This design comes from an exercise in tuning for a short achievable clock period and few clock cycles on the open sky130 flow, not from production work. In this exercise RTL edits were held to simulation tests only and were not proved equivalent to the original. The clock input has no modelled driver; a real chip could not lean on it and would need a root buffer or a full tree. No activity file was given, so power comes from the tool's default toggle rates.

Design cim_node, start of the top module:
module cim_node #(
    parameter logic [1:0] NODE_ID = 2'd0
) (
    input  logic clk,
    input  logic rst_n,
    input  logic [3:0] bus_op,
    input  logic [47:0] bus_data,
    input  logic [1:0] bus_target_or_sender,
    output logic [3:0] bus_out_op,
    output logic [47:0] bus_out_data,
    output logic [1:0] bus_out_target_or_sender,
    output logic bus_drive,
    output logic is_ready
);
export LEC_CHECK = 0
export CAP_MARGIN = 20
export CORE_MARGIN = 2
export CORE_UTILIZATION = 40
export PLACE_DENSITY = 0.6
export SLEW_MARGIN = 20
create_clock -name core_clock -period 10.0 [get_ports {clk}]
standard.sh (not shown) runs the stock make flow with config.mk's settings and CLKGATE_MAP_FILE= SYNTH_SCRIPT=/design/flow/synth_recipe.tcl, a recipe that flattens the netlist after the stock synthesis.
==> flow/flow/run.sh <==
#!/bin/bash
set -euo pipefail
bash standard.sh SETUP_SLACK_MARGIN=7.2 POST_CTS_TCL="$PWD/flow/post_cts.tcl" finish > standard_flow.log 2>&1
==> flow/flow/post_cts.tcl <==
proc remove_clock_root { port_name max_loads } {
  set block [ord::get_db_block]
  set clk_net [[$block findBTerm $port_name] getNet]
  set its [$clk_net getITerms]
  if {[llength $its] != 1} { puts "remove_clock_root: clock net has [llength $its] loads, kept"; return }
  set root [[lindex $its 0] getInst]
  set out_net [[$root findITerm X] getNet]
  if {$out_net eq "NULL"} { set out_net [[$root findITerm Y] getNet] }
  set loads [$out_net getITerms]
  # loads other than the root's own output pin
  set sinks {}
  foreach it $loads { if {[$it getInst] ne $root} { lappend sinks $it } }
  if {[llength $sinks] > $max_loads} { puts "remove_clock_root: root drives [llength $sinks] pins, kept"; return }
  foreach it $sinks { $it disconnect; $it connect $clk_net }
  puts "remove_clock_root: removed [$root getName], clock port now drives [llength $sinks] pins"
  odb::dbInst_destroy $root
  odb::dbNet_destroy $out_net
}

remove_clock_root clk 4
The baseline finished with timing, DRC and antenna clean.
Testbench counts at the start, summed over its fixed seeds: cycles 50,848.
Edit:
==> flow/flow/run.sh (replaced) <==
#!/bin/bash
set -euo pipefail
bash standard.sh ADDER_MAP_FILE= SETUP_SLACK_MARGIN=7.3 POST_CTS_TCL="$PWD/flow/post_cts.tcl" finish > standard_flow.log 2>&1
Result:
- The new run finished clean
- flip-flop and latch count stays the same
- register-to-register slack degrades by 0.24 ns
- routed wire length is higher by a little under a tenth
- clock skew is lower by 0.012 ns
- sequential share of layout area is lower by 1.8 points
- count of clock-buffer cells in the layout is lower by 5
- via count is higher by roughly a tenth
- total power stays flat
- area after synthesis is higher by a few percent
- non-clock buffer count is higher by 25

---

Another version of the RTL of cim_node (not shown whole).
Size: about 1900 cells after synthesis, about 500 flip-flops, about 110 I/O pins, about 23000 µm² of cells after synthesis.
==> flow/config.mk <==
export PLATFORM = sky130hd
export DESIGN_NAME = cim_node
export DESIGN_NICKNAME = cim_node
export VERILOG_FILES = /design/flow/design.v
export SDC_FILE = /design/flow/constraint.sdc
export NUM_CORES = 4
export LEC_CHECK = 0
export CAP_MARGIN = 20
export CORE_MARGIN = 2
export CORE_UTILIZATION = 40
export PLACE_DENSITY = 0.6
export SLEW_MARGIN = 20
==> flow/constraint.sdc <==
create_clock -name core_clock -period 10.0 [get_ports {clk}]
set_input_delay 2.0000 -clock core_clock [delete_from_list [all_inputs] [get_ports {clk}]]
set_output_delay 2.0000 -clock core_clock [all_outputs]
set_load 0.01 [all_outputs]
==> flow/flow/run.sh <==
#!/bin/bash
# Standard layout, with timing repair aiming well past the 10 ns constraint, and the clock
# tree rebuilt after CTS as two buffer levels (the clock port drives four root buffers, each
# feeding the leaf buffers of its region; leaf buffers drive ~18 flip-flops each).
set -euo pipefail
bash standard.sh SETUP_SLACK_MARGIN=7.4 POST_CTS_TCL="$PWD/flow/post_cts.tcl" finish > standard_flow.log 2>&1
==> flow/flow/post_cts.tcl <==
# Rebuild the clock tree as two buffer levels: the clock port drives NROOT root buffers, each
# driving the leaf buffers of its region; each leaf buffer drives a cluster of nearby
# flip-flop clock pins. Every register sees the same two buffer levels.
proc ct_kmeans { pts K iters } {
  # pts: list of {x y}; returns list of cluster index per point (size-capped assignment)
  set n [llength $pts]
  set sorted [lsort -integer -index 0 [lmap p $pts {lindex $p 0}]]
  set order [lsort -integer -indices [lmap p $pts {lindex $p 0}]]
  set cx {}; set cy {}
  for {set k 0} {$k < $K} {incr k} {
    set p [lindex $pts [lindex $order [expr {int(($k + 0.5) * $n / $K)}]]]
    lappend cx [lindex $p 0]; lappend cy [lindex $p 1]
  }
  set cap [expr {int(ceil(1.1 * $n / $K))}]
  for {set it 0} {$it < $iters} {incr it} {
    set pairs {}
    for {set i 0} {$i < $n} {incr i} {
      set p [lindex $pts $i]
      for {set k 0} {$k < $K} {incr k} {
        lappend pairs [list [expr {abs([lindex $p 0] - [lindex $cx $k]) + abs([lindex $p 1] - [lindex $cy $k])}] $i $k]
      }
    }
    set pairs [lsort -integer -index 0 $pairs]
    array unset asg; array unset cnt
    for {set k 0} {$k < $K} {incr k} { set cnt($k) 0; set sx($k) 0; set sy($k) 0 }
    foreach pr $pairs {
      lassign $pr d i k
      if {[info exists asg($i)] || $cnt($k) >= $cap} continue
      set asg($i) $k; incr cnt($k)
      set p [lindex $pts $i]
      set sx($k) [expr {$sx($k) + [lindex $p 0]}]; set sy($k) [expr {$sy($k) + [lindex $p 1]}]
    }
    for {set k 0} {$k < $K} {incr k} {
      if {$cnt($k) > 0} { lset cx $k [expr {$sx($k) / $cnt($k)}]; lset cy $k [expr {$sy($k) / $cnt($k)}] }
    }
  }
  set res {}
  for {set i 0} {$i < $n} {incr i} { lappend res $asg($i) }
  return [list $res $cx $cy]
}

proc ct_place { inst x y } {
  set m [$inst getMaster]
  $inst setLocation [expr {int($x - [$m getWidth] / 2)}] [expr {int($y - [$m getHeight] / 2)}]
  $inst setPlacementStatus PLACED
}

proc rebuild_clock_tree { port_name per_leaf nroot buf } {
  set block [ord::get_db_block]
  set db [ord::get_db]
  set port_net [[$block findBTerm $port_name] getNet]
  # Walk the existing tree: clock pins are sinks, every other cell on it is tree
  set queue [list $port_net]
  set sinks {}
  set tree_insts {}
  set tree_nets {}
  while {[llength $queue]} {
    set net [lindex $queue 0]; set queue [lrange $queue 1 end]
    foreach it [$net getITerms] {
      if {[$it isOutputSignal]} continue
      set inst [$it getInst]
      if {[[$it getMTerm] getName] eq "CLK"} { lappend sinks $it; continue }
      if {[lsearch -exact $tree_insts $inst] >= 0} continue
      lappend tree_insts $inst
      foreach ot [$inst getITerms] {
        if {[$ot isOutputSignal] && [$ot getNet] ne "NULL"} {
          lappend queue [$ot getNet]; lappend tree_nets [$ot getNet]
        }
      }
    }
  }
  set pts {}
  foreach it $sinks {
    set bb [[$it getInst] getBBox]
    lappend pts [list [expr {([$bb xMin] + [$bb xMax]) / 2}] [expr {([$bb yMin] + [$bb yMax]) / 2}]]
    $it disconnect
  }
  foreach inst $tree_insts { foreach it [$inst getITerms] { if {[$it getNet] ne "NULL"} { $it disconnect } } ; odb::dbInst_destroy $inst }
  foreach net $tree_nets { odb::dbNet_destroy $net }
  set n [llength $sinks]
  set K [expr {max($nroot, int(round(double($n) / $per_leaf)))}]
  lassign [ct_kmeans $pts $K 25] asg lx ly
  set lpts {}
  for {set k 0} {$k < $K} {incr k} { lappend lpts [list [lindex $lx $k] [lindex $ly $k]] }
  lassign [ct_kmeans $lpts $nroot 25] rasg rx ry
  set master [$db findMaster $buf]
  set rnets {}
  for {set r 0} {$r < $nroot} {incr r} {
    set inst [odb::dbInst_create $block $master "clkbuf_root_$r"]
    ct_place $inst [lindex $rx $r] [lindex $ry $r]
    set net [odb::dbNet_create $block "clknet_root_$r"]
    $net setSigType CLOCK
    [$inst findITerm A] connect $port_net
    [$inst findITerm X] connect $net
    lappend rnets $net
  }
  set lnets {}
  for {set k 0} {$k < $K} {incr k} {
    set inst [odb::dbInst_create $block $master "clkbuf_leaf_$k"]
    ct_place $inst [lindex $lx $k] [lindex $ly $k]
    set net [odb::dbNet_create $block "clknet_leaf_$k"]
    $net setSigType CLOCK
    [$inst findITerm A] connect [lindex $rnets [lindex $rasg $k]]
    [$inst findITerm X] connect $net
    lappend lnets $net
  }
  for {set i 0} {$i < $n} {incr i} { [lindex $sinks $i] connect [lindex $lnets [lindex $asg $i]] }
  puts "rebuild_clock_tree: removed [llength $tree_insts] cells, $n sinks, $K leaf and $nroot root buffers"
}

rebuild_clock_tree clk 18 4 sky130_fd_sc_hd__clkbuf_16
detailed_placement
estimate_parasitics -placement
Testbench counts at the start, summed over its fixed seeds: cycles 51,328.
Then changed:
==> flow/flow/run.sh (replaced) <==
#!/bin/bash
# Standard layout, with timing repair aiming well past the 10 ns constraint, and the clock
# tree rebuilt after CTS as two buffer levels (the clock port drives four root buffers, each
# feeding the leaf buffers of its region; leaf buffers drive ~18 flip-flops each), then
# timing repaired again against the new tree.
set -euo pipefail
bash standard.sh SETUP_SLACK_MARGIN=7.2 POST_CTS_TCL="$PWD/flow/post_cts.tcl" finish > standard_flow.log 2>&1
--- a/flow/flow/post_cts.tcl
+++ b/flow/flow/post_cts.tcl
@@ -113 +113,5 @@
 estimate_parasitics -placement
+# Repair again against the rebuilt tree's latencies, then legalize
+repair_timing_helper
+detailed_placement
+estimate_parasitics -placement
=> The changed run finished with timing, DRC and antenna clean; design area is lower by 5.4%; setup slack gains 14 ps; via count is lower by 1.8%; first-iteration DRC count is higher by 11%; final cell count is lower by 1.5%.
No run of this note takes its clock network from TritonCTS; it comes from the design's own scripts or RTL.

-- port drivers added, routing unchanged --
The results above use ideal ports. As a check the final layouts listed here were re-extracted and re-timed, cells and wires unchanged.
Step 1: set_driving_cell puts a clkbuf_16 on clk and a buf_2 on each other input, an assumption about the parent block.
Step 2 adds t to the input delays and takes it off the output delays; t is the mean of the earliest and latest rising clock arrival at the registers after step 1. Input paths then give back, and output paths get back, about the clock's delay inside the block.
a / b / c = no drivers / after step 1 / after step 2; a / b = the first two.
run | t (ns) | setup slack, ns | worst setup path at the end | latest minus earliest clock arrival (ns)
the first run of note 1 | 0.517 | 7.054 / 7.015 / 6.772 | input to register | 0.044 / 0.044
the second run of note 1 | 0.516 | 6.818 / 6.818 / 6.658 | input to register | 0.030 / 0.029
the first run of note 2 | 0.468 | 7.165 / 6.893 / 6.425 | input to register | 0.067 / 0.068
the second run of note 2 | 0.464 | 7.179 / 7.018 / 6.554 | input to register | 0.054 / 0.054
After both steps setup and hold are still met in every run listed. The setup slack of the first run of note 2, which loses most, moves by -0.272 ns with the drivers and by -0.740 ns with both steps.
